This design comes from an exercise in tuning for small area, a short achievable clock period and few clock cycles per item on the open sky130 flow, not from production work.
Only simulation tests tie the RTL to the original design; equivalence was not proved.

// epoch_seconds_to_date
module epoch_seconds_to_date (
    input  logic        i_clk,
    input  logic        i_rst_n,
    input  logic        start,
    output logic        busy,
    input  logic [31:0] i_epoch_seconds,
    output logic        o_done,
    output logic [11:0] o_year,
    output logic [3:0]  o_month,
    output logic [4:0]  o_day,
    output logic [4:0]  o_hour,
    output logic [5:0]  o_minute,
    output logic [5:0]  o_second
);
Size: about 880 cells after synthesis, about 37 flip-flops, roughly 75 I/O pins, roughly 8400 µm² of cells after synthesis.
==> flow/config.mk <==
export PLATFORM = sky130hd
export DESIGN_NAME = epoch_seconds_to_date
export DESIGN_NICKNAME = epoch_seconds_to_date
export VERILOG_FILES = /design/flow/design.v
export SDC_FILE = /design/flow/constraint.sdc
export NUM_CORES = 4
export LEC_CHECK = 0
export CAP_MARGIN = 20
export CORE_MARGIN = 2
export CORE_UTILIZATION = 40
export SLEW_MARGIN = 20
export SYNTH_HIERARCHICAL = 1
==> flow/constraint.sdc <==
create_clock -name core_clock -period 20.0 [get_ports {i_clk}]
set_input_delay 4.0000 -clock core_clock [delete_from_list [all_inputs] [get_ports {i_clk}]]
set_output_delay 4.0000 -clock core_clock [all_outputs]
set_load 0.01 [all_outputs]
standard.sh (not shown) runs the stock make flow with config.mk's settings and CLKGATE_MAP_FILE= SYNTH_SCRIPT=/design/flow/synth_recipe.tcl, a recipe that flattens the netlist after the stock synthesis.
==> flow/flow/run.sh <==
#!/bin/bash
# Standard layout (bash standard.sh, its synthesis unchanged), with the ports
# buffered by buf_2 cells and timing repair aiming for a larger setup slack.
set -e
cp standard.sh standard.sh.log
export BUFFER_PORTS_ARGS="-buffer_cell sky130_fd_sc_hd__buf_2"
export SETUP_SLACK_MARGIN=9.0
bash standard.sh > standard_run.log 2>&1
Testbench counts at the start, summed over its fixed seeds: cycles 3,208, items 3,200.
Next try:
--- a/flow/flow/run.sh
+++ b/flow/flow/run.sh
@@ -6,3 +6,3 @@
 export BUFFER_PORTS_ARGS="-buffer_cell sky130_fd_sc_hd__buf_2"
-export SETUP_SLACK_MARGIN=9.0
+export SETUP_SLACK_MARGIN=9.6
 bash standard.sh > standard_run.log 2>&1
After rerunning: Synthesized cell count is unchanged; die area stays the same; maximum frequency rises by about 2.3%; cell count rises by 0.98%; synthesized area is unchanged.
Next try:
--- a/flow/flow/run.sh
+++ b/flow/flow/run.sh
@@ -6,3 +6,3 @@
 export BUFFER_PORTS_ARGS="-buffer_cell sky130_fd_sc_hd__buf_2"
-export SETUP_SLACK_MARGIN=9.6
+export SETUP_SLACK_MARGIN=9.3
 bash standard.sh > standard_run.log 2>&1
- The new run passed the timing, design-rule and antenna checks
- cell count came out lower by 0.89%
- synthesized cell count stays the same
- utilization came out lower by 0.89 points
- global-route usage is about the same
- critical path depth came out lower by 1
- synthesized area is unchanged
- fmax came out lower by 0.88%
- design area came out lower by 2.0%
- clock-buffer cell count does not change

========
Setup of job 3230:
Starting RTL as in the previous note.
clock: 20.0 ns
lec_check: 0
cap_margin: 20
core_margin: 2
core_utilization: 40
slew_margin: 20
synth_hierarchical: 1
==> flow/flow/run.sh <==
#!/bin/bash
# Standard layout (bash standard.sh, its synthesis unchanged), with the ports
# buffered by buf_2 cells and timing repair aiming for a larger setup slack.
set -e
cp standard.sh standard.sh.log
export BUFFER_PORTS_ARGS="-buffer_cell sky130_fd_sc_hd__buf_2"
export SETUP_SLACK_MARGIN=10.0
bash standard.sh > standard_run.log 2>&1
Testbench counts of job 3230, summed over its fixed seeds: cycles 3,208, items 3,200.
Setup changes, job 3230 to job 9583
--- a/flow/flow/run.sh
+++ b/flow/flow/run.sh
@@ -5,4 +5,4 @@
 cp standard.sh standard.sh.log
 export BUFFER_PORTS_ARGS="-buffer_cell sky130_fd_sc_hd__buf_2"
-export SETUP_SLACK_MARGIN=10.0
+export SETUP_SLACK_MARGIN=10.7
 bash standard.sh > standard_run.log 2>&1
==> comparison <==
- The design area in job 9583 was higher than what job 3230 gave.
- The share of the cycle needed by the critical path after routing number comes out higher for job 3230 vs job 9583.
- Changes observed in job 9583 relative to job 3230: met2 track demand over resource in global routing climbed 3.8 points, arrival time at the worst endpoint lower.
- Of job 9583 and job 3230, job 3230 shows the higher sequential share of layout area, with job 9583 below it.

-- separate check: timing with driven ports --
In the flow no input, the clock included, has a driving cell. The finished layouts below were timed again as built, in two steps. Step 1 assumes that a clkbuf_16 drives the clock port and a buf_2 every other input. Step 2, shift: input delay + t, output delay - t, t = (earliest + latest rising clock arrival at the registers) / 2. This alone moves slack from input paths to output paths. Three values: ideal ports, drivers, drivers and shift; two values: the first two.
run | t (ns) | setup WS [ns] | worst setup path at the end | clock arrival spread, ns | cell pins on the clock port's net
the first run of note 1 | 0.322 | 9.616 / 9.578 / 9.431 | input to register | 0.012 / 0.012 | 1
the second run of note 1 | 0.324 | 9.846 / 9.808 / 9.677 | input to register | 0.011 / 0.011 | 1
the third run of note 1 | 0.322 | 9.756 / 9.718 / 9.558 | input to register | 0.012 / 0.012 | 1
job 3230 | 0.321 | 10.213 / 10.206 / 9.885 | input to register | 0.005 / 0.004 | 1
job 9583 | 0.321 | 10.403 / 10.379 / 10.081 | input to register | 0.007 / 0.007 | 1
After both steps setup and hold are still met in every run listed. For job 3230, which loses most, drivers alone change the setup slack by -0.007 ns; drivers and shift together by -0.328 ns.
